What follows belongs to an exercise in optimizing a design on an open flow for a short achievable clock period; a production flow would make more cautious choices. In this exercise RTL edits were held to simulation tests only and were not proved equivalent to the original. Power figures rest on the tool's default switching activity, not on a simulated workload.

`flow/config.mk`:
```
export PLATFORM = sky130hd
export DESIGN_NAME = meter_period_consumption_core
export DESIGN_NICKNAME = meter_period_consumption_core
export VERILOG_FILES = /design/flow/design.v
export SDC_FILE = /design/flow/constraint.sdc
export NUM_CORES = 4
export LEC_CHECK = 0
export CAP_MARGIN = 20
export CORE_MARGIN = 2
export CORE_UTILIZATION = 40
export SLEW_MARGIN = 20
```
`flow/constraint.sdc`:
```
create_clock -name core_clock -period 13.0 [get_ports {aclk}]
set_input_delay 2.6000 -clock core_clock [delete_from_list [all_inputs] [get_ports {aclk}]]
set_output_delay 2.6000 -clock core_clock [all_outputs]
set_load 0.01 [all_outputs]
```
`flow/design.v`:
```
`default_nettype none
package mpc_pkg;
    localparam int NPER      = 6;
    localparam int P_TODAY     = 0;
    localparam int P_YESTERDAY = 1;
    localparam int P_WEEK      = 2;
    localparam int P_MONTH     = 3;
    localparam int P_YEAR      = 4;
    localparam int P_QUARTER   = 5;
    localparam int READING_BITS = 32;
    localparam int RD_W   = 32;
    localparam int USE_W  = 33;
    localparam int DIFF_W = USE_W + 1;
    localparam int THR_W  = 16;
    localparam int YEAR_W = 12;
    localparam int DOY_W  = 9;
    localparam logic [RD_W-1:0] READING_MASK = (READING_BITS >= RD_W) ? '1 :
        RD_W'((64'(1) << READING_BITS) - 64'(1));
    localparam int CFG_IDX_W = 3;
    localparam logic [CFG_IDX_W-1:0] CFG_WEEK_START     = 3'd0;
    localparam logic [CFG_IDX_W-1:0] CFG_QUARTER_ANCHOR = 3'd1;
    localparam logic [CFG_IDX_W-1:0] CFG_QUARTER_DAY    = 3'd2;
    localparam logic [CFG_IDX_W-1:0] CFG_THRESHOLD      = 3'd3;
    localparam logic [CFG_IDX_W-1:0] CFG_PERIOD_ENABLE  = 3'd4;
    localparam logic [2:0]       RST_WEEK_START     = 3'd2;
    localparam logic [3:0]       RST_QUARTER_ANCHOR = 4'd1;
    localparam logic [4:0]       RST_QUARTER_DAY    = 5'd1;
    localparam logic [THR_W-1:0] RST_THRESHOLD      = 16'd10;
    localparam logic [NPER-1:0]  RST_PERIOD_ENABLE  = 6'h3f;
    localparam int MONTHS_PER_YEAR = 12;
    localparam int YEARS_PER_CENTURY = 100;
    localparam int CENTURY_RECIP = 5243;
    localparam int CENTURY_SHIFT = 19;
    typedef logic signed [USE_W-1:0] use_t;
    typedef struct packed {
        use_t [NPER-1:0] val;
        logic            rolled;
    } period_word_t;
    typedef struct packed {
        use_t [NPER-1:0] val;
        logic [NPER-1:0] mask;
        logic            rolled;
    } result_word_t;
endpackage
`default_nettype wire
`default_nettype none
import mpc_pkg::*;
module mpc_change_detect (
    input  wire logic                       aclk,
    input  wire logic                       aresetn,
    input  wire logic                       in_valid,
    input  wire logic                       enable,
    input  wire logic signed [USE_W-1:0]    val,
    input  wire logic signed [USE_W+1:0]    lo,
    input  wire logic signed [USE_W+1:0]    hi,
    output logic                            mask
);
    logic signed [USE_W-1:0] last_sent_reg;
    logic                    sent_once_reg;
    logic signed [USE_W+1:0] last_x;
    logic                    moved;
    assign last_x = {{2{last_sent_reg[USE_W-1]}}, last_sent_reg};
    assign moved  = (lo >= last_x) || (hi <= last_x);
    assign mask   = enable && (!sent_once_reg || moved);
    always_ff @(posedge aclk) begin
        if (!aresetn) begin
            last_sent_reg <= '0;
            sent_once_reg <= 1'b0;
        end else if (in_valid && mask) begin
            last_sent_reg <= val;
            sent_once_reg <= 1'b1;
        end
    end
endmodule
`default_nettype wire
`default_nettype none
import mpc_pkg::*;
module meter_period_consumption_core (
    input  wire logic         aclk,
    input  wire logic         aresetn,
    input  wire logic [71:0]  s_tdata,
    input  wire logic [1:0]   s_tuser,
    input  wire logic         s_tvalid,
    output logic              s_tready,
    output logic [199:0]      m_tdata,
    output logic [6:0]        m_tuser,
    output logic              m_tvalid,
    input  wire logic         m_tready,
    input  wire logic         cfg_valid,
    output logic              cfg_ready,
    input  wire logic [mpc_pkg::CFG_IDX_W-1:0] cfg_index,
    input  wire logic [15:0]  cfg_data
);
    localparam int QD = 8;           
    localparam int RW = NPER*USE_W + NPER + 1;   
    function automatic logic [4:0] month_days(input logic leap, input logic [3:0] m);
        logic [4:0] len;
        case (m)
            4'd2:                    len = leap ? 5'd29 : 5'd28;
            4'd4, 4'd6, 4'd9, 4'd11: len = 5'd30;
            default:                 len = 5'd31;
        endcase
        month_days = len;
    endfunction
    function automatic logic mod3_zero(input logic [3:0] x);
        logic z;
        case (x)
            4'd0, 4'd3, 4'd6, 4'd9, 4'd12, 4'd15: z = 1'b1;
            default:                              z = 1'b0;
        endcase
        mod3_zero = z;
    endfunction
    function automatic logic mul25(input logic [9:0] k);
        logic z;
        z = 1'b0;
        for (int i = 0; i < 1024; i += 25) begin
            if (k == 10'(i)) z = 1'b1;
        end
        mul25 = z;
    endfunction
    assign cfg_ready = 1'b1;
    assign s_tready  = m_tready;
    logic [2:0]       week_start_reg;
    logic [3:0]       q_anchor_reg;
    logic [4:0]       q_day_reg;
    logic [THR_W-1:0] threshold_reg;
    logic [NPER-1:0]  enable_reg;
    always_ff @(posedge aclk) begin
        if (!aresetn) begin
            week_start_reg <= RST_WEEK_START;
            q_anchor_reg   <= RST_QUARTER_ANCHOR;
            q_day_reg      <= RST_QUARTER_DAY;
            threshold_reg  <= RST_THRESHOLD;
            enable_reg     <= RST_PERIOD_ENABLE;
        end else if (cfg_valid) begin
            case (cfg_index)
                CFG_WEEK_START:     week_start_reg <= cfg_data[2:0];
                CFG_QUARTER_ANCHOR: q_anchor_reg   <= cfg_data[3:0];
                CFG_QUARTER_DAY:    q_day_reg      <= cfg_data[4:0];
                CFG_THRESHOLD:      threshold_reg  <= cfg_data[THR_W-1:0];
                CFG_PERIOD_ENABLE:  enable_reg     <= cfg_data[NPER-1:0];
                default: ;
            endcase
        end
    end
    logic             s0_v;
    logic [RD_W-1:0]  s0_rd;
    logic             s0_dv;
    logic [YEAR_W-1:0] s0_year;
    logic [3:0]       s0_month;
    logic [4:0]       s0_mday;
    logic [2:0]       s0_wday;
    logic [DOY_W-1:0] s0_doy;
    always_ff @(posedge aclk) begin
        if (!aresetn) s0_v <= 1'b0;
        else          s0_v <= s_tvalid && m_tready && s_tuser[0];
        s0_rd    <= s_tdata[31:0] & READING_MASK;
        s0_dv    <= s_tuser[1];
        s0_year  <= s_tdata[43:32];
        s0_month <= s_tdata[47:44];
        s0_mday  <= s_tdata[52:48];
        s0_wday  <= s_tdata[55:53];
        s0_doy   <= s_tdata[64:56];
    end
    logic             s1_v;
    logic [RD_W-1:0]  s1_rd;
    logic             s1_dv;
    logic [DOY_W-1:0] s1_doy;
    logic             s1_doy_nz;
    logic             s1_wd_hit;
    logic             s1_md1;
    logic             s1_doy1;
    logic             s1_qmonth;
    logic [4:0]       s1_qday;
    logic [4:0]       s1_lim;
    logic             s1_mday_q;
    logic             s1_mday_lim;
    logic [4:0] d_qday;
    logic [4:0] d_lim;
    logic       d_qmonth;
    always_comb begin
        logic [3:0]        anchor;
        logic [4:0]        mdiff;
        logic [3:0]        mdist;
        logic              leap;
        anchor = ((q_anchor_reg >= 4'd1) && (q_anchor_reg <= 4'd12)) ? q_anchor_reg : 4'd1;
        mdiff  = {1'b0, s0_month} - {1'b0, anchor};
        mdist  = mdiff[4] ? 4'(mdiff + 5'd12) : mdiff[3:0];
        d_qmonth = mod3_zero(mdist);
        d_qday = (q_day_reg == '0) ? 5'd1 : q_day_reg;
        leap   = (s0_year[1:0] == 2'b00) &&
                 (!mul25(s0_year[11:2]) || (s0_year[3:2] == 2'b00));
        d_lim  = month_days(leap, s0_month);
    end
    always_ff @(posedge aclk) begin
        if (!aresetn) s1_v <= 1'b0;
        else          s1_v <= s0_v;
        s1_rd       <= s0_rd;
        s1_dv       <= s0_dv;
        s1_doy      <= s0_doy;
        s1_doy_nz   <= (s0_doy != '0);
        s1_wd_hit   <= (s0_wday == week_start_reg);
        s1_md1      <= (s0_mday == 5'd1);
        s1_doy1     <= (s0_doy == 9'd1);
        s1_qmonth   <= d_qmonth;
        s1_qday     <= d_qday;
        s1_lim      <= d_lim;
        s1_mday_q   <= (s0_mday == d_qday);
        s1_mday_lim <= (s0_mday == d_lim);
    end
    logic             s2_v;
    logic [RD_W-1:0]  s2_rd;
    logic             s2_dv;
    logic [DOY_W-1:0] s2_doy;
    logic             s2_doy_nz;
    logic             s2_wd_hit;
    logic             s2_md1;
    logic             s2_doy1;
    logic             s2_qs;
    always_ff @(posedge aclk) begin
        if (!aresetn) s2_v <= 1'b0;
        else          s2_v <= s1_v;
        s2_rd     <= s1_rd;
        s2_dv     <= s1_dv;
        s2_doy    <= s1_doy;
        s2_doy_nz <= s1_doy_nz;
        s2_wd_hit <= s1_wd_hit;
        s2_md1    <= s1_md1;
        s2_doy1   <= s1_doy1;
        s2_qs     <= s1_qmonth && ((s1_qday > s1_lim) ? s1_mday_lim : s1_mday_q);
    end
    logic [RD_W-1:0]  base_t, base_y, base_w, base_m, base_a, base_q;
    logic [DOY_W-1:0] stored_day;
    logic             seen;
    logic             roll;
    logic             s3_v;
    logic             s3_roll;
    logic [RD_W-1:0]  s3_rd;
    assign roll = s2_v && s2_dv && !((s2_doy == stored_day) && seen);
    always_ff @(posedge aclk) begin
        if (!aresetn) begin
            base_t     <= '0;
            base_y     <= '0;
            base_w     <= '0;
            base_m     <= '0;
            base_a     <= '0;
            base_q     <= '0;
            stored_day <= '0;
            seen       <= 1'b0;
            s3_v       <= 1'b0;
        end else begin
            s3_v <= s2_v;
            if (roll) begin
                base_y     <= base_t;
                base_t     <= s2_rd;
                stored_day <= s2_doy;
                seen       <= s2_doy_nz;
                if (seen && s2_wd_hit) base_w <= s2_rd;
                if (seen && s2_md1)    base_m <= s2_rd;
                if (seen && s2_doy1)   base_a <= s2_rd;
                if (seen && s2_qs)     base_q <= s2_rd;
            end
        end
        s3_roll <= roll;
        s3_rd   <= s2_rd;
    end
    logic                    s4_v;
    logic                    s4_roll;
    logic signed [USE_W-1:0] s4_val [NPER];
    always_ff @(posedge aclk) begin
        if (!aresetn) s4_v <= 1'b0;
        else          s4_v <= s3_v;
        s4_roll <= s3_roll;
        s4_val[P_TODAY]     <= {1'b0, s3_rd}  - {1'b0, base_t};
        s4_val[P_YESTERDAY] <= {1'b0, base_t} - {1'b0, base_y};
        s4_val[P_WEEK]      <= {1'b0, s3_rd}  - {1'b0, base_w};
        s4_val[P_MONTH]     <= {1'b0, s3_rd}  - {1'b0, base_m};
        s4_val[P_YEAR]      <= {1'b0, s3_rd}  - {1'b0, base_a};
        s4_val[P_QUARTER]   <= {1'b0, s3_rd}  - {1'b0, base_q};
    end
    logic                    s5_v;
    logic                    s5_roll;
    logic signed [USE_W-1:0] s5_val [NPER];
    logic signed [USE_W+1:0] s5_lo  [NPER];
    logic signed [USE_W+1:0] s5_hi  [NPER];
    logic signed [USE_W+1:0] thr1;
    assign thr1 = {{(USE_W+2-THR_W){1'b0}}, threshold_reg} + 35'sd1;
    always_ff @(posedge aclk) begin
        if (!aresetn) s5_v <= 1'b0;
        else          s5_v <= s4_v;
        s5_roll <= s4_roll;
        for (int i = 0; i < NPER; i++) begin
            s5_val[i] <= s4_val[i];
            s5_lo[i]  <= {{2{s4_val[i][USE_W-1]}}, s4_val[i]} - thr1;
            s5_hi[i]  <= {{2{s4_val[i][USE_W-1]}}, s4_val[i]} + thr1;
        end
    end
    logic [NPER-1:0] mask;
    logic [RW-1:0]   res;
    for (genvar p = 0; p < NPER; p++) begin : g_cd
        mpc_change_detect u_cd (
            .aclk     (aclk),
            .aresetn  (aresetn),
            .in_valid (s5_v),
            .enable   (enable_reg[p]),
            .val      (s5_val[p]),
            .lo       (s5_lo[p]),
            .hi       (s5_hi[p]),
            .mask     (mask[p])
        );
        assign res[p*USE_W +: USE_W] = enable_reg[p] ? s5_val[p] : '0;
    end
    assign res[RW-1 -: 7] = {s5_roll, mask};
    logic [RW-1:0]   q_mem [QD];
    logic [QD-1:0]   wr_oh, rd_oh;
    logic [3:0]      q_cnt;
    logic            q_ne;
    logic            q_rd;
    logic [3:0]      q_cnt_next;
    logic [RW-1:0]   q_out;
    assign q_rd       = q_ne && m_tready;
    assign q_cnt_next = q_cnt + 4'(s5_v) - 4'(q_rd);
    always_ff @(posedge aclk) begin
        if (!aresetn) begin
            wr_oh <= QD'(1);
            rd_oh <= QD'(1);
            q_cnt <= '0;
            q_ne  <= 1'b0;
        end else begin
            if (s5_v) wr_oh <= {wr_oh[QD-2:0], wr_oh[QD-1]};
            if (q_rd) rd_oh <= {rd_oh[QD-2:0], rd_oh[QD-1]};
            q_cnt <= q_cnt_next;
            q_ne  <= (q_cnt_next != '0);
        end
    end
    for (genvar e = 0; e < QD; e++) begin : g_q
        always_ff @(posedge aclk) begin
            if (s5_v && wr_oh[e]) q_mem[e] <= res;
        end
    end
    always_comb begin
        q_out = '0;
        for (int e = 0; e < QD; e++) begin
            q_out = q_out | (q_mem[e] & {RW{rd_oh[e]}});
        end
    end
    assign m_tvalid = q_ne;
    assign m_tdata  = {2'b00, q_out[NPER*USE_W-1:0]};
    assign m_tuser  = q_out[RW-1 -: 7];
endmodule
`default_nettype wire
```
`flow/run.sh`:
```
#!/bin/bash
# synth_recipe.tcl (not shown) runs the flow's synth.tcl, then flattens the netlist and writes it again
# the make line also repeats each setting of config.mk as NAME=value (left out here)
make -C /OpenROAD-flow-scripts/flow DESIGN_CONFIG=/design/flow/config.mk WORK_HOME=/design/flow/orfs CLKGATE_MAP_FILE= SYNTH_SCRIPT=/design/flow/synth_recipe.tcl finish
```
==> impl_metrics.yaml, run 1 <==
sta:
  setup_violations: 0
  worstMarginPinSlew_ns: 1.16
  max_freq_mhz: 137
  fin_tns_setup_ns: 0
  final.min_clock_period_ns: 7.30
  period_share: 0.561
  hold_viol: 0
  relSlewSlack: 0.223
  drv_slew: 0
  skew_ns: 0.0561
  rsz0062_at_grt: "false"
run:
  cap_violations: 0
cts:
  cts_resized: 0
  clockBufferDepth: 4
  clkLatencyLatePin_ns: 0.91
  cts.sinks: 3109
  clock-root-buffer: "clkbuf_16"
  post-cts-setup-buffers: 0
  ctsHoldBuffers: 0
  tritoncts: "built"
  clk_pin_slew_ns: 0.06
  numCtsBuffers: 330
  h-tree-depth: 5
route:
  viasPerCell: 5.53
  met2_length_um: 166000
  wl_met3_um: 29700
  drc_errors: 0
  vias: 86200
  drt-total-wl_um: 383000
  first_pass_iters: 6
  drt-met1-wl_um: 174000
  top_layer: "met5"
  ant_nets: 0
  drt_iter0_drc: 8335
  drt-wirelength-per-cell_um: 24.5
setup_path:
  crit_path_cell_trace: "buf_4 > buf_4 > buf_12 > a22oi_1 > nand4_1 > clkdlybuf4s50_1"
  crit_family: "buffers and inverters"
  path_buf_inv: 4
  rr_worst_depth: 15
  critical_path_required_ns: 10.40
  max_stage_delay_ns: 0.72
  worstPathArrival_ns: 4.70
  r2r-end: "s5_lo[2][20]"
  crit_top_cell: "buf_4"
  critPathCaptureType: "output pin"
  start_kind: "flop"
  rr_startpoint: "threshold_reg[0]"
  criticalPathCategory: "flop to output pin"
  critPathMaxFanout: 120
  cp_slowest_cell: "dfxtp_4"
  r2r_slack_ns: 7.72
global_route:
  grt_max_degree: 131
  antenna_found_initial: 60
  overflow: 0
  track_usage: 0.228
  grt_first_pass_wirelength_um: 557000
  grt_pass1_vias: 84500
pwr:
  leakage_nw: 52.2
  powerDensity_mw_per_mm2: 161
  power_mw: 23.7
  peakVddDrop_mv: 0.108
logic_synthesis:
  yosysSeqAreaShare: 0.611
  yosysWarnings: 12
  synthFlopType: "edfxtp_1"
  avgSynthCellArea_um2: 12.0
  synth_edf_count: 1640
  synth_area_mm2: 0.129
  async_reset_ff_frac: 0
  ys_types: 88
  netlist_instances: 10700
  ys_ff_latch: 3109
finish:
  num-nets-final: 11900
  largest_reg_flops: 1640
  final_cell_mix: "edfxtp_1 (1,640), dfxtp_1 (1,460), a22oi_1 (823)"
  drive_gt1_frac: 0.0600
  top_register: "q_mem"
  reg_top3: "q_mem (1640), s5_hi (204)"
  nFillCells: 28700
  syn2layout_area_growth_pct: 14.6
  final_common_cell: "edfxtp_1"
hold_path:
  hold_depth: 0
  hold_class: "flop to flop"
  min_to: "s2_rd[23]"
  worstHoldStart: "s1_rd[23]"
floorplanning:
  initial_utilization: 0.402
  io_pins: 308
  die_h_um: 571
  die_w_um: 571
  dieArea_mm2: 0.326
  core_area_mm2: 0.321
  rows: 208
placement:
  numPortBuffers: 297
  dp_hpwl_um: 250000
  gp_congestion: 0.903
run_status:
  status: "complete, no violations"
Yosys cell counts (69+ instances only):
library cell	instances	area [um2]
a21boi_0	159	1190
a21o_1	253	1900
a21oi_1	411	2060
a22oi_1	823	6180
and2_1	262	1640
clkbuf_1	423	1590
dfxtp_1	1469	29400
edfxtp_1	1640	49200
ha_1	816	10200
inv_1	609	2290
mux2i_1	95	951
nand2_1	820	3080
nand3_1	306	1530
nand4_1	310	1940
nor2_1	356	1340
nor2b_1	132	826
nor3_1	99	495
o21a_1	69	518
o21ai_0	386	1930
xnor2_1	390	3420
xor2_1	163	1430
worst max path at each step:
stage	end	startpoint	cells past startpoint
finish	m_tuser[0]	rd_oh[7]	6
global route	m_tuser[0]	rd_oh[7]	6
floorplan	q_mem[7][0]	s5_v	3
CTS	m_tuser[0]	rd_oh[7]	6
global placement	s_tready	m_tready	2
detailed placement	s_tready	m_tready	2
metal layers:
layer	up-vias	track usage
met3	567	0.0391
met2	3137	0.348
met1	42700	0.329
met5	-	0
li1	39700	-
met4	30	0.0712
power by group:
group,total (mW),leakage (nW),switching [mW],internal (mW)
clock,9.62,5.48,3.95,5.67
sequential,11.3,27.0,0.484,10.9
combinational,2.73,19.8,1.58,1.15
layout make-up:
class	count	area, um2	area share
antenna	28	70.1	0.000475
clock buffer	436	9120	0.0618
clock inverter	170	2000	0.0136
inverter	611	2290	0.0155
multi-input combinational	6538	46100	0.313
sequential	3109	78700	0.533
tap	4305	5390	0.0365
timing repair buffer	398	3870	0.0263
through the flow:
| step | util | hold slack, ns | worst slack [ns] | instances | cell area [um2] |
|---|---|---|---|---|---|
| after floorplan | - | 0.310 | 6.79 | 10700 | 129000 |
| after global placement | 0.425 | 0.313 | 6.25 | 15000 | 136000 |
| final | 0.460 | 0.320 | 5.70 | 15600 | 148000 |
| after global routing | 0.460 | 0.327 | 5.63 | 15600 | 148000 |
| after detailed placement | 0.425 | 0.312 | 6.25 | 15000 | 136000 |
| after CTS | 0.460 | 0.320 | 5.63 | 15600 | 147000 |
logic make-up after synthesis:
kind of cell,after synthesis,share of synthesized area
multiplexers,96,0.00747
adder cells (fa/ha/maj),836,0.0824
AO/OA/AOI/OAI,2471,0.130
other,2,0.0000583
AND/OR/NAND/NOR,2579,0.0999
XOR/XNOR,553,0.0376
flip-flops,3109,0.611
buffers and inverters,1078,0.0317
==> run 2, diff against run 1 <==
--- a/flow/design.v
+++ b/flow/design.v
@@ -92,6 +92,4 @@
     input  wire logic [15:0]  cfg_data
 );
-    localparam int QD = 8;           
-    localparam int RW = NPER*USE_W + NPER + 1;   
     function automatic logic [4:0] month_days(input logic leap, input logic [3:0] m);
         logic [4:0] len;
@@ -119,6 +117,8 @@
         mul25 = z;
     endfunction
+    logic adv;
     assign cfg_ready = 1'b1;
     assign s_tready  = m_tready;
+    assign adv       = m_tready;
     logic [2:0]       week_start_reg;
     logic [3:0]       q_anchor_reg;
@@ -153,13 +153,15 @@
     logic [DOY_W-1:0] s0_doy;
     always_ff @(posedge aclk) begin
-        if (!aresetn) s0_v <= 1'b0;
-        else          s0_v <= s_tvalid && m_tready && s_tuser[0];
-        s0_rd    <= s_tdata[31:0] & READING_MASK;
-        s0_dv    <= s_tuser[1];
-        s0_year  <= s_tdata[43:32];
-        s0_month <= s_tdata[47:44];
-        s0_mday  <= s_tdata[52:48];
-        s0_wday  <= s_tdata[55:53];
-        s0_doy   <= s_tdata[64:56];
+        if (!aresetn)  s0_v <= 1'b0;
+        else if (adv)  s0_v <= s_tvalid && s_tuser[0];
+        if (adv) begin
+            s0_rd    <= s_tdata[31:0] & READING_MASK;
+            s0_dv    <= s_tuser[1];
+            s0_year  <= s_tdata[43:32];
+            s0_month <= s_tdata[47:44];
+            s0_mday  <= s_tdata[52:48];
+            s0_wday  <= s_tdata[55:53];
+            s0_doy   <= s_tdata[64:56];
+        end
     end
     logic             s1_v;
@@ -194,18 +196,20 @@
     end
     always_ff @(posedge aclk) begin
-        if (!aresetn) s1_v <= 1'b0;
-        else          s1_v <= s0_v;
-        s1_rd       <= s0_rd;
-        s1_dv       <= s0_dv;
-        s1_doy      <= s0_doy;
-        s1_doy_nz   <= (s0_doy != '0);
-        s1_wd_hit   <= (s0_wday == week_start_reg);
-        s1_md1      <= (s0_mday == 5'd1);
-        s1_doy1     <= (s0_doy == 9'd1);
-        s1_qmonth   <= d_qmonth;
-        s1_qday     <= d_qday;
-        s1_lim      <= d_lim;
-        s1_mday_q   <= (s0_mday == d_qday);
-        s1_mday_lim <= (s0_mday == d_lim);
+        if (!aresetn)  s1_v <= 1'b0;
+        else if (adv)  s1_v <= s0_v;
+        if (adv) begin
+            s1_rd       <= s0_rd;
+            s1_dv       <= s0_dv;
+            s1_doy      <= s0_doy;
+            s1_doy_nz   <= (s0_doy != '0);
+            s1_wd_hit   <= (s0_wday == week_start_reg);
+            s1_md1      <= (s0_mday == 5'd1);
+            s1_doy1     <= (s0_doy == 9'd1);
+            s1_qmonth   <= d_qmonth;
+            s1_qday     <= d_qday;
+            s1_lim      <= d_lim;
+            s1_mday_q   <= (s0_mday == d_qday);
+            s1_mday_lim <= (s0_mday == d_lim);
+        end
     end
     logic             s2_v;
@@ -219,14 +223,16 @@
     logic             s2_qs;
     always_ff @(posedge aclk) begin
-        if (!aresetn) s2_v <= 1'b0;
-        else          s2_v <= s1_v;
-        s2_rd     <= s1_rd;
-        s2_dv     <= s1_dv;
-        s2_doy    <= s1_doy;
-        s2_doy_nz <= s1_doy_nz;
-        s2_wd_hit <= s1_wd_hit;
-        s2_md1    <= s1_md1;
-        s2_doy1   <= s1_doy1;
-        s2_qs     <= s1_qmonth && ((s1_qday > s1_lim) ? s1_mday_lim : s1_mday_q);
+        if (!aresetn)  s2_v <= 1'b0;
+        else if (adv)  s2_v <= s1_v;
+        if (adv) begin
+            s2_rd     <= s1_rd;
+            s2_dv     <= s1_dv;
+            s2_doy    <= s1_doy;
+            s2_doy_nz <= s1_doy_nz;
+            s2_wd_hit <= s1_wd_hit;
+            s2_md1    <= s1_md1;
+            s2_doy1   <= s1_doy1;
+            s2_qs     <= s1_qmonth && ((s1_qday > s1_lim) ? s1_mday_lim : s1_mday_q);
+        end
     end
     logic [RD_W-1:0]  base_t, base_y, base_w, base_m, base_a, base_q;
@@ -249,5 +255,5 @@
             seen       <= 1'b0;
             s3_v       <= 1'b0;
-        end else begin
+        end else if (adv) begin
             s3_v <= s2_v;
             if (roll) begin
@@ -262,6 +268,8 @@
             end
         end
-        s3_roll <= roll;
-        s3_rd   <= s2_rd;
+        if (adv) begin
+            s3_roll <= roll;
+            s3_rd   <= s2_rd;
+        end
     end
     logic                    s4_v;
@@ -269,13 +277,15 @@
     logic signed [USE_W-1:0] s4_val [NPER];
     always_ff @(posedge aclk) begin
-        if (!aresetn) s4_v <= 1'b0;
-        else          s4_v <= s3_v;
-        s4_roll <= s3_roll;
-        s4_val[P_TODAY]     <= {1'b0, s3_rd}  - {1'b0, base_t};
-        s4_val[P_YESTERDAY] <= {1'b0, base_t} - {1'b0, base_y};
-        s4_val[P_WEEK]      <= {1'b0, s3_rd}  - {1'b0, base_w};
-        s4_val[P_MONTH]     <= {1'b0, s3_rd}  - {1'b0, base_m};
-        s4_val[P_YEAR]      <= {1'b0, s3_rd}  - {1'b0, base_a};
-        s4_val[P_QUARTER]   <= {1'b0, s3_rd}  - {1'b0, base_q};
+        if (!aresetn)  s4_v <= 1'b0;
+        else if (adv)  s4_v <= s3_v;
+        if (adv) begin
+            s4_roll <= s3_roll;
+            s4_val[P_TODAY]     <= {1'b0, s3_rd}  - {1'b0, base_t};
+            s4_val[P_YESTERDAY] <= {1'b0, base_t} - {1'b0, base_y};
+            s4_val[P_WEEK]      <= {1'b0, s3_rd}  - {1'b0, base_w};
+            s4_val[P_MONTH]     <= {1'b0, s3_rd}  - {1'b0, base_m};
+            s4_val[P_YEAR]      <= {1'b0, s3_rd}  - {1'b0, base_a};
+            s4_val[P_QUARTER]   <= {1'b0, s3_rd}  - {1'b0, base_q};
+        end
     end
     logic                    s5_v;
@@ -287,20 +297,25 @@
     assign thr1 = {{(USE_W+2-THR_W){1'b0}}, threshold_reg} + 35'sd1;
     always_ff @(posedge aclk) begin
-        if (!aresetn) s5_v <= 1'b0;
-        else          s5_v <= s4_v;
-        s5_roll <= s4_roll;
-        for (int i = 0; i < NPER; i++) begin
-            s5_val[i] <= s4_val[i];
-            s5_lo[i]  <= {{2{s4_val[i][USE_W-1]}}, s4_val[i]} - thr1;
-            s5_hi[i]  <= {{2{s4_val[i][USE_W-1]}}, s4_val[i]} + thr1;
+        if (!aresetn)  s5_v <= 1'b0;
+        else if (adv)  s5_v <= s4_v;
+        if (adv) begin
+            s5_roll <= s4_roll;
+            for (int i = 0; i < NPER; i++) begin
+                s5_val[i] <= s4_val[i];
+                s5_lo[i]  <= {{2{s4_val[i][USE_W-1]}}, s4_val[i]} - thr1;
+                s5_hi[i]  <= {{2{s4_val[i][USE_W-1]}}, s4_val[i]} + thr1;
+            end
         end
     end
-    logic [NPER-1:0] mask;
-    logic [RW-1:0]   res;
+    logic [NPER-1:0]         mask;
+    logic                    out_v;
+    logic                    out_roll;
+    logic [NPER-1:0]         out_mask;
+    logic signed [USE_W-1:0] out_val [NPER];
     for (genvar p = 0; p < NPER; p++) begin : g_cd
         mpc_change_detect u_cd (
             .aclk     (aclk),
             .aresetn  (aresetn),
-            .in_valid (s5_v),
+            .in_valid (s5_v && adv),
             .enable   (enable_reg[p]),
             .val      (s5_val[p]),
@@ -309,43 +324,24 @@
             .mask     (mask[p])
         );
-        assign res[p*USE_W +: USE_W] = enable_reg[p] ? s5_val[p] : '0;
     end
-    assign res[RW-1 -: 7] = {s5_roll, mask};
-    logic [RW-1:0]   q_mem [QD];
-    logic [QD-1:0]   wr_oh, rd_oh;
-    logic [3:0]      q_cnt;
-    logic            q_ne;
-    logic            q_rd;
-    logic [3:0]      q_cnt_next;
-    logic [RW-1:0]   q_out;
-    assign q_rd       = q_ne && m_tready;
-    assign q_cnt_next = q_cnt + 4'(s5_v) - 4'(q_rd);
     always_ff @(posedge aclk) begin
-        if (!aresetn) begin
-            wr_oh <= QD'(1);
-            rd_oh <= QD'(1);
-            q_cnt <= '0;
-            q_ne  <= 1'b0;
-        end else begin
-            if (s5_v) wr_oh <= {wr_oh[QD-2:0], wr_oh[QD-1]};
-            if (q_rd) rd_oh <= {rd_oh[QD-2:0], rd_oh[QD-1]};
-            q_cnt <= q_cnt_next;
-            q_ne  <= (q_cnt_next != '0);
-        end
-    end
-    for (genvar e = 0; e < QD; e++) begin : g_q
-        always_ff @(posedge aclk) begin
-            if (s5_v && wr_oh[e]) q_mem[e] <= res;
+        if (!aresetn)  out_v <= 1'b0;
+        else if (adv)  out_v <= s5_v;
+        if (adv) begin
+            out_roll <= s5_roll;
+            out_mask <= mask;
+            for (int i = 0; i < NPER; i++) begin
+                out_val[i] <= enable_reg[i] ? s5_val[i] : '0;
+            end
         end
     end
+    assign m_tvalid = out_v;
     always_comb begin
-        q_out = '0;
-        for (int e = 0; e < QD; e++) begin
-            q_out = q_out | (q_mem[e] & {RW{rd_oh[e]}});
+        m_tdata = '0;
+        for (int i = 0; i < NPER; i++) begin
+            m_tdata[i*USE_W +: USE_W] = out_val[i];
         end
+        m_tuser = {out_roll, out_mask};
     end
-    assign m_tvalid = q_ne;
-    assign m_tdata  = {2'b00, q_out[NPER*USE_W-1:0]};
-    assign m_tuser  = q_out[RW-1 -: 7];
 endmodule
 `default_nettype wire
==> run 2 against run 1 <==
Highest routed layer unchanged. Combinational power fell by 47%. First-iteration DRC count down 35%. Register-to-register slack worse by 0.26 ns. Clock skew shrank 0.0083 ns. Sequential cell count shrank 1455. Synthesized area fell by 32%. Critical endpoint is now s_tready. Still clean.
==> impl_metrics.yaml, run 2 <==
global_route:
  overflow: 0
  track_usage: 0.220
  grt_pass1_vias: 58900
  antenna_found_initial: 35
  grt_max_degree: 236
  grt_first_pass_wirelength_um: 370000
run:
  cap_violations: 0
logic_synthesis:
  synth_area_mm2: 0.0877
  synth_top_family_by_area: "simple AND/OR/NAND/NOR gates"
  ys_ff_latch: 1654
  synth_most_common_cell: "edfxtp_1"
  avgSynthCellArea_um2: 11.0
  synth_edf_count: 1207
  synth-compound-area-share: 0.119
  ys_types: 99
  yosys.area.top_type: "edfxtp_1"
  synthFlopType: "edfxtp_1"
  synth_xor_area_frac: 0.0556
  synthMuxAreaShare: 0.0216
  synth_simple_gate_area_frac: 0.131
  synthAdderAreaFrac: 0.120
  yosysSeqAreaShare: 0.515
  async_reset_ff_frac: 0
  ys_top_cells_by_area: "edfxtp_1 (41%), ha_1 (12%), dfxtp_1 (10%)"
  yosysWarnings: 12
  synth_commonest_cells: "edfxtp_1 (1,207), nand2_1 (860), ha_1 (808), inv_1 (588), dfxtp_1 (447)"
  netlist_instances: 7997
  synth_top_area_frac: 0.413
finish:
  drive_gt1_frac: 0.0497
  nFillCells: 19800
  final_cell_mix: "edfxtp_1 (1,207), nand2_1 (859), ha_1 (808)"
  final_common_cell: "edfxtp_1"
  num-nets-final: 9196
  largest_reg_flops: 204
  finish.instance_area_mm2: 0.100
  syn2layout_area_growth_pct: 14.2
  top_register: "s5_lo"
cts:
  h-tree-depth: 4
  numCtsBuffers: 186
  clk_pin_slew_ns: 0.06
  tritoncts: "built"
  clkLatencyLatePin_ns: 0.86
  clockBufferDepth: 3
  post-cts-setup-buffers: 0
  clock-root-buffer: "clkbuf_16"
  ctsHoldBuffers: 0
  cts_resized: 0
  cts.sinks: 1654
setup_path:
  max_stage_delay_ns: 0.62
  critPathCaptureType: "output pin"
  start_kind: "primary input"
  cp_slowest_cell: "clkdlybuf4s50_1"
  crit_family: "buffers and inverters"
  criticalPathCategory: "primary input to output pin"
  worstPathArrival_ns: 3.55
  critPathMaxFanout: 49
  r2r_slack_ns: 7.46
  critical_path_required_ns: 10.40
  path_buf_inv: 2
  crit_path_cell_trace: "buf_12 > clkdlybuf4s50_1"
sta:
  hold_viol: 0
  relSlewSlack: 0.190
  final.min_clock_period_ns: 6.15
  layout_setup_ws_ns: 6.85
  rsz0062_at_grt: "false"
  fin_tns_setup_ns: 0
  drv_slew: 0
  skew_ns: 0.0478
  setup_violations: 0
  worstMarginPinSlew_ns: 1.22
  period_share: 0.473
  max_freq_mhz: 163
  hold-worst-slack_ns: 0.403
pwr:
  leakage_nw: 36.7
  powerDensity_mw_per_mm2: 132
  peakVddDrop_mv: 0.146
route:
  first_pass_iters: 5
  vias: 60600
  drt-total-wl_um: 250000
  drt-wirelength-per-cell_um: 22.1
  viasPerCell: 5.37
  ant_nets: 0
  drc_errors: 0
  drt_iter0_drc: 5403
placement:
  dp_hpwl_um: 177000
  dp_slack_ns: 6.86
  place_area_mm2: 0.0938
  gp_congestion: 0.928
  numPortBuffers: 297
floorplanning:
  dieArea_mm2: 0.223
  die_w_um: 472
  core_area_mm2: 0.218
  rows: 171
  initial_utilization: 0.403
  die_h_um: 472
  io_pins: 308
run_status:
  status: "complete, no violations"
hold_path:
  hold_class: "flop to flop"
[run 2: worst reg2reg max path, cell delays in order (launching register included)]
cell and delay (ns):
dfxtp_1 0.41, ha_1 0.20, and3_1 0.20, nand3_1 0.14, nor3_1 0.48, xor2_1 0.20, buf_4 0.41, inv_1 0.65
ha_1 0.48, a21oi_1 0.18, nor2_1 0.07, nor2_1 0.09, o21bai_1 0.09, or3_1 0.31, o21ai_0 0.58, nand3_1 0.40
nor2_1 0.28, xor2_1 0.09
[run 2: through the flow]
step           total power [mW]   util  cells
2_1_floorplan              7.28      -   7998
3_3_place_gp               7.92  0.431  10900
3_5_place_dp               7.95  0.431  10900
4_1_cts                    13.4  0.460  11300
5_1_grt                    13.8  0.460  11300
6_report                   13.2  0.460  11300
[run 2: final timing paths]
path / from / cells past startpoint / endpoint
hold / removal: s0_rd[13] / 0 / s1_rd[13]
setup / recovery: m_tready / 2 / s_tready
hold reg to reg: s0_rd[13] / 0 / s1_rd[13]
setup reg to reg: threshold_reg[0] / 17 / s5_lo[5][29]
[run 2: cell families (layout without fill, tap and decap cells)]
kind of cell,Yosys count,after routing
xor+xnor,557,557
other cells,2,7
compound gates,1551,1551
flops,1654,1654
buf+inv,864,1301
fa+ha+maj,827,827
mux,189,189
simple gates,2353,2353
[run 2: area by class of cell]
| cell class | instances | area (um2) | area share |
|---|---|---|---|
| inverters | 588 | 2210 | 0.0220 |
| clock inverters | 95 | 1060 | 0.0106 |
| repair buffers | 361 | 3540 | 0.0353 |
| clock buffers | 257 | 5260 | 0.0525 |
| flip-flops and latches | 1654 | 45200 | 0.451 |
| multi-input cells | 5480 | 39300 | 0.393 |
| diodes | 4 | 10.0 | 0.0000999 |
| well taps | 2854 | 3570 | 0.0357 |
[run 2: per-layer routing]
layer | up-vias | share of wire | GRT usage
met1 | 29400 | 0.45 | 0.306
met5 | - | 0.00030 | 0
met3 | 372 | 0.070 | 0.0387
met2 | 1818 | 0.44 | 0.341
li1 | 29000 | - | -
met4 | 12 | 0.041 | 0.0861
[run 2: where the power goes]
group          total, mW  switching [mW]  leakage [nW]  internal (mW)
combinational       1.46           0.821          18.1          0.641
clock               5.38            2.25          3.08           3.13
sequential          6.39           0.314          15.5           6.08
==> run 3, diff against run 2 <==
==> flow/flow/run.sh (new file) <==
#!/bin/bash
set -euo pipefail
here=$(pwd)
bash standard.sh \
  SETUP_SLACK_MARGIN=7.8 \
  IO_CONSTRAINTS="$here/flow/io.tcl" \
  finish > "$here/standard_flow.log" 2>&1
==> flow/flow/io.tcl (new file) <==
set_io_pin_constraint -group -order -pin_names {m_tready s_tready}
==> flow/standard.sh (new file) <==
#!/bin/bash
# synth_recipe.tcl (not shown) runs the flow's synth.tcl, then flattens the netlist and writes it again
# the make line also repeats each setting of config.mk as NAME=value (left out here)
make -C /OpenROAD-flow-scripts/flow DESIGN_CONFIG=/design/flow/config.mk WORK_HOME=/design/flow/orfs CLKGATE_MAP_FILE= SYNTH_SCRIPT=/design/flow/synth_recipe.tcl "${@:-finish}"
removed: flow/run.sh
==> run 3 against run 2 <==
Still clean. Clock power about the same. Clock skew down 0.0084 ns. Synthesized area unchanged. Maximum frequency up 14%. Sequential cell count unchanged. Total power up 0.18%. Hold slack better by 0.0084 ns. Critical endpoint unchanged.
==> impl_metrics.yaml, run 3 <==
run_status:
  status: "complete, no violations"
sta:
  fin_tns_setup_ns: 0
  setup_violations: 0
  relSlewSlack: 0.240
  hold_viol: 0
  rsz0062_at_grt: "true"
  final.min_clock_period_ns: 5.41
  hold-worst-slack_ns: 0.411
  skew_ns: 0.0394
  max_freq_mhz: 185
  drv_slew: 0
  layout_setup_ws_ns: 7.59
  worstMarginPinSlew_ns: 1.14
  period_share: 0.416
floorplanning:
  io_pins: 308
  die_w_um: 472
  dieArea_mm2: 0.223
  core_area_mm2: 0.218
  rows: 171
  die_h_um: 472
  initial_utilization: 0.403
cts:
  clockBufferDepth: 3
  clkLatencyLatePin_ns: 0.84
  h-tree-depth: 4
  cts.sinks: 1654
  ctsHoldBuffers: 0
  clk_pin_slew_ns: 0.06
  clock-root-buffer: "clkbuf_16"
  tritoncts: "built"
  numCtsBuffers: 185
setup_path:
  criticalPathCategory: "primary input to output pin"
  r2r_slack_ns: 8.11
  path_buf_inv: 2
  max_stage_delay_ns: 0.11
  worstPathArrival_ns: 2.81
  crit_path_cell_trace: "buf_16 > buf_6"
  critPathCaptureType: "output pin"
  critPathMaxFanout: 3
  cp_slowest_cell: "buf_6"
  crit_family: "buffers and inverters"
  start_kind: "primary input"
  critical_path_required_ns: 10.40
finish:
  top_register: "s5_lo"
  final_cell_mix: "edfxtp_1 (1,207), nand2_1 (859), ha_1 (808)"
  syn2layout_area_growth_pct: 14.7
  nFillCells: 19900
  largest_reg_flops: 204
  multi_input_area_mm2: 0.0393
  final_common_cell: "edfxtp_1"
  finish.instance_area_mm2: 0.101
  num-nets-final: 9228
  regArea_mm2: 0.0452
  drive_gt1_frac: 0.0562
pwr:
  peakVddDrop_mv: 0.154
  leakage_nw: 36.8
  power_mw: 13.3
  powerDensity_mw_per_mm2: 132
logic_synthesis:
  ys_top_cells_by_area: "edfxtp_1 (41%), ha_1 (12%), dfxtp_1 (10%)"
  yosysSeqAreaShare: 0.515
  avgSynthCellArea_um2: 11.0
  yosys.area.top_type: "edfxtp_1"
  ys_ff_latch: 1654
  async_reset_ff_frac: 0
  ys_types: 99
  synth_area_mm2: 0.0877
  synthFlopType: "edfxtp_1"
  synth_most_common_cell: "edfxtp_1"
  netlist_instances: 7997
  synth_edf_count: 1207
  yosysWarnings: 12
  synth_top_area_frac: 0.413
  synth_commonest_cells: "edfxtp_1 (1,207), nand2_1 (860), ha_1 (808), inv_1 (588), dfxtp_1 (447)"
global_route:
  grt_max_degree: 166
  track_usage: 0.220
  grt_first_pass_wirelength_um: 369000
  antenna_found_initial: 25
  grt_pass1_vias: 59200
  overflow: 0
route:
  ant_nets: 0
  first_pass_iters: 6
  drc_errors: 0
  drt-total-wl_um: 250000
  viasPerCell: 5.36
  drt_iter0_drc: 5028
  vias: 60800
  drt-wirelength-per-cell_um: 22.0
placement:
  place_area_mm2: 0.0938
  dp_slack_ns: 6.62
  dp_hpwl_um: 176000
  numPortBuffers: 297
  gp_congestion: 0.933
run:
  cap_violations: 0
hold_path:
  hold_class: "flop to flop"
[run 3: cell counts after synthesis]
No cell type changed its count.
[run 3: power breakdown]
part	total (mW)	internal (mW)	switching [mW]	leakage, nW
Sequential	6.38	6.08	0.306	15.5
Clock	5.40	3.16	2.24	3.08
Combinational	1.47	0.648	0.825	18.3
Total	13.3	9.89	3.37	36.8
[run 3: repair_timing]
action,4_1_cts,5_1_grt
resized for setup,13,8
setup endpoints to repair,274,256
gates cloned,2,0
setup buffers,12,15
pin swaps,0,1
[run 3: metrics by stage]
stage / cells / util
6_report: 11300 / 0.462
5_1_grt: 11300 / 0.462
4_1_cts: 11300 / 0.461
3_5_place_dp: 10900 / 0.431
3_3_place_gp: 10900 / 0.431
2_1_floorplan: 7998 / -
[run 3: area by class of cell]
cell class              instances  share of cell area
well taps                    2854              0.0355
inverters                     588              0.0222
multi-input cells            5480               0.391
clock inverters                93              0.0105
repair buffers                394              0.0385
flip-flops and latches       1654               0.449
clock buffers                 257              0.0522
diodes                          9            0.000224
[run 3: worst paths after layout]
check	to	depth (start not counted)	from
worst max register to register	s5_lo[5][31]	18	threshold_reg[0]
worst max-delay path	s_tready	2	m_tready
worst min register to register	s2_dv	0	s1_dv
worst min-delay path	s2_dv	0	s1_dv
[run 3: cells by family (layout without fill, tap and decap cells)]
| family | Yosys count | count (layout) | share of synthesized area |
|---|---|---|---|
| other | 2 | 12 | 0.0000856 |
| buffers and inverters | 864 | 1332 | 0.0377 |
| AND/OR/NAND/NOR | 2353 | 2353 | 0.131 |
| adder cells (fa/ha/maj) | 827 | 827 | 0.120 |
| XOR/XNOR | 557 | 557 | 0.0556 |
| flip-flops | 1654 | 1654 | 0.515 |
| AO/OA/AOI/OAI | 1551 | 1551 | 0.119 |
| multiplexers | 189 | 189 | 0.0216 |
[run 3: metal layers]
metal | up-vias | GRT usage | routed length [um]
li1 | 29100 | - | -
met1 | 29500 | 0.303 | 111000
met2 | 1826 | 0.344 | 112000
met3 | 375 | 0.0375 | 17800
met4 | 4 | 0.0858 | 9460
met5 | - | 0 | 23
==> run 4, diff against run 3 <==
==> flow/flow/run.sh (replaced) <==
#!/bin/bash
set -euo pipefail
here=$(pwd)
bash standard.sh \
  SETUP_SLACK_MARGIN=8.4 \
  IO_CONSTRAINTS="$here/flow/io.tcl" \
  finish > "$here/standard_flow.log" 2>&1
==> run 4 against run 3 <==
Still clean on timing, DRC and antenna. Synthesized area unchanged. Hold slack about the same. Setup slack about the same. Highest routed layer unchanged.
==> impl_metrics.yaml, run 4 <==
setup_path:
  critPathCaptureType: "output pin"
  crit_family: "buffers and inverters"
  max_stage_delay_ns: 0.11
  worstPathArrival_ns: 2.81
  start_kind: "primary input"
  path_buf_inv: 2
  crit_path_cell_trace: "buf_16 > buf_6"
  critical_path_required_ns: 10.40
  cp_slowest_cell: "buf_6"
  criticalPathCategory: "primary input to output pin"
  critPathMaxFanout: 3
finish:
  num-nets-final: 9248
  regArea_mm2: 0.0452
  nFillCells: 19800
  top_register: "s5_lo"
  final_cell_mix: "edfxtp_1 (1,207), nand2_1 (859), ha_1 (803)"
  final_common_cell: "edfxtp_1"
  drive_gt1_frac: 0.0643
  largest_reg_flops: 204
  multi_input_area_mm2: 0.0396
  finish.instance_area_mm2: 0.101
  syn2layout_area_growth_pct: 15.3
sta:
  setup_violations: 0
  skew_ns: 0.0404
  relSlewSlack: 0.229
  drv_slew: 0
  final.min_clock_period_ns: 5.41
  layout_setup_ws_ns: 7.59
  hold_viol: 0
  fin_tns_setup_ns: 0
  rsz0062_at_grt: "true"
  period_share: 0.416
  max_freq_mhz: 185
  hold-worst-slack_ns: 0.411
  worstMarginPinSlew_ns: 1.16
logic_synthesis:
  synth_area_mm2: 0.0877
  synth_edf_count: 1207
  ys_ff_latch: 1654
  synth_commonest_cells: "edfxtp_1 (1,207), nand2_1 (860), ha_1 (808), inv_1 (588), dfxtp_1 (447)"
  yosysSeqAreaShare: 0.515
  avgSynthCellArea_um2: 11.0
  ys_top_cells_by_area: "edfxtp_1 (41%), ha_1 (12%), dfxtp_1 (10%)"
  ys_types: 99
  netlist_instances: 7997
  yosysWarnings: 12
  synth_most_common_cell: "edfxtp_1"
  yosys.area.top_type: "edfxtp_1"
  synth_top_area_frac: 0.413
  synthFlopType: "edfxtp_1"
  async_reset_ff_frac: 0
route:
  drt-wirelength-per-cell_um: 22.1
  vias: 60900
  viasPerCell: 5.37
  drt-total-wl_um: 250000
  drc_errors: 0
  ant_nets: 0
  first_pass_iters: 5
  drt_iter0_drc: 5180
cts:
  numCtsBuffers: 185
  tritoncts: "built"
  clk_pin_slew_ns: 0.06
  clkLatencyLatePin_ns: 0.84
  cts.sinks: 1654
  ctsHoldBuffers: 0
  clockBufferDepth: 3
  clock-root-buffer: "clkbuf_16"
  h-tree-depth: 4
global_route:
  grt_max_degree: 166
  grt_first_pass_wirelength_um: 370000
  overflow: 0
  track_usage: 0.221
  antenna_found_initial: 26
  grt_pass1_vias: 59400
floorplanning:
  initial_utilization: 0.403
  core_area_mm2: 0.218
  die_h_um: 472
  dieArea_mm2: 0.223
  io_pins: 308
  rows: 171
  die_w_um: 472
run:
  cap_violations: 0
placement:
  dp_slack_ns: 6.62
  place_area_mm2: 0.0938
  numPortBuffers: 297
  gp_congestion: 0.933
  dp_hpwl_um: 176000
run_status:
  status: "complete, no violations"
pwr:
  peakVddDrop_mv: 0.154
  powerDensity_mw_per_mm2: 131
  leakage_nw: 37.1
hold_path:
  hold_class: "flop to flop"
run 4: stage by stage:
stage          instances  total power [mW]  utilization
2_1_floorplan       7998              7.28            -
3_3_place_gp       10900              7.91        0.431
3_5_place_dp       10900              7.95        0.431
4_1_cts            11300              13.4        0.463
5_1_grt            11300              13.8        0.465
6_report           11300              13.3        0.465
run 4: where the power goes:
group / internal [mW] / switching, mW / leakage [nW] / total [mW]
clock: 3.16 / 2.25 / 3.08 / 5.41
sequential: 6.08 / 0.306 / 15.5 / 6.38
combinational: 0.660 / 0.835 / 18.5 / 1.50
total: 9.90 / 3.39 / 37.1 / 13.3
run 4: logic make-up after synthesis:
| family | Yosys count | share of synthesized area |
|---|---|---|
| buffers and inverters | 864 | 0.0377 |
| other | 2 | 0.0000856 |
| AND/OR/NAND/NOR | 2353 | 0.131 |
| multiplexers | 189 | 0.0216 |
| XOR/XNOR | 557 | 0.0556 |
| adder cells (fa/ha/maj) | 827 | 0.120 |
| AO/OA/AOI/OAI | 1551 | 0.119 |
| flip-flops | 1654 | 0.515 |
run 4: layer usage:
layer	routed length, um	global-route usage	up-vias	part of all wire
li1	-	-	29100	-
met4	9940	0.0860	8	0.040
met3	17200	0.0365	389	0.069
met2	111000	0.344	1818	0.44
met5	64	0	-	0.00026
met1	112000	0.306	29600	0.45
run 4: timing repair:
item,in CTS,in global routing
buffers inserted,35,11
pin swaps,2,7
endpoints found under the setup margin,548,431
gates resized for setup,49,64
cloned,3,0
run 4: worst paths after layout:
check                                 startpoint      endpoint  slack [ns]  depth (start not counted)
worst max-delay path                    m_tready      s_tready        7.59                          2
worst min-delay path                       s1_dv         s2_dv        0.41                          0
worst max register to register  threshold_reg[1]  s5_hi[2][32]        8.54                         15
worst min register to register             s1_dv         s2_dv        0.41                          0
run 4: final cells by class:
class                   count  area share
inverters                 588      0.0223
clock buffers             257      0.0519
repair buffers            414      0.0414
multi-input cells        5480       0.392
flip-flops and latches   1654       0.447
well taps                2854      0.0353
clock inverters            93      0.0104
diodes                      5    0.000124

## port drivers added, routing unchanged
How much do the figures lean on ideal ports? The routed layouts below were timed once more, with nothing changed but the port constraints.
Step 1: set_driving_cell puts a clkbuf_16 on aclk and a buf_2 on each other input, an assumption about the parent block.
Step 2 times the ports against the registers' clock, not the clock port: input delays grow and output delays shrink by t, the midpoint of the rising clock arrivals with the driver on.
Three values: no drivers, after step 1, after step 2; two values: the first two.
run | t, ns | slack for setup (ns) | clock arrival spread, ns | worst slew at a driven data input, ns | pins driven straight from the clock port
run 1 | 0.996 | 5.701 / 5.590 / 6.245 | 0.059 / 0.060 | 0.12 | 1
run 2 | 0.932 | 6.854 / 6.791 / 6.791 | 0.048 / 0.048 | 0.06 | 1
run 3 | 0.905 | 7.589 / 7.379 / 6.915 | 0.046 / 0.046 | 0.27 | 1
run 4 | 0.904 | 7.589 / 7.388 / 7.388 | 0.046 / 0.046 | 0.26 | 1
After both steps setup and hold are still met in every run listed. The setup slack of run 3, which loses most, moves by -0.210 ns with the drivers and by -0.674 ns with both steps.
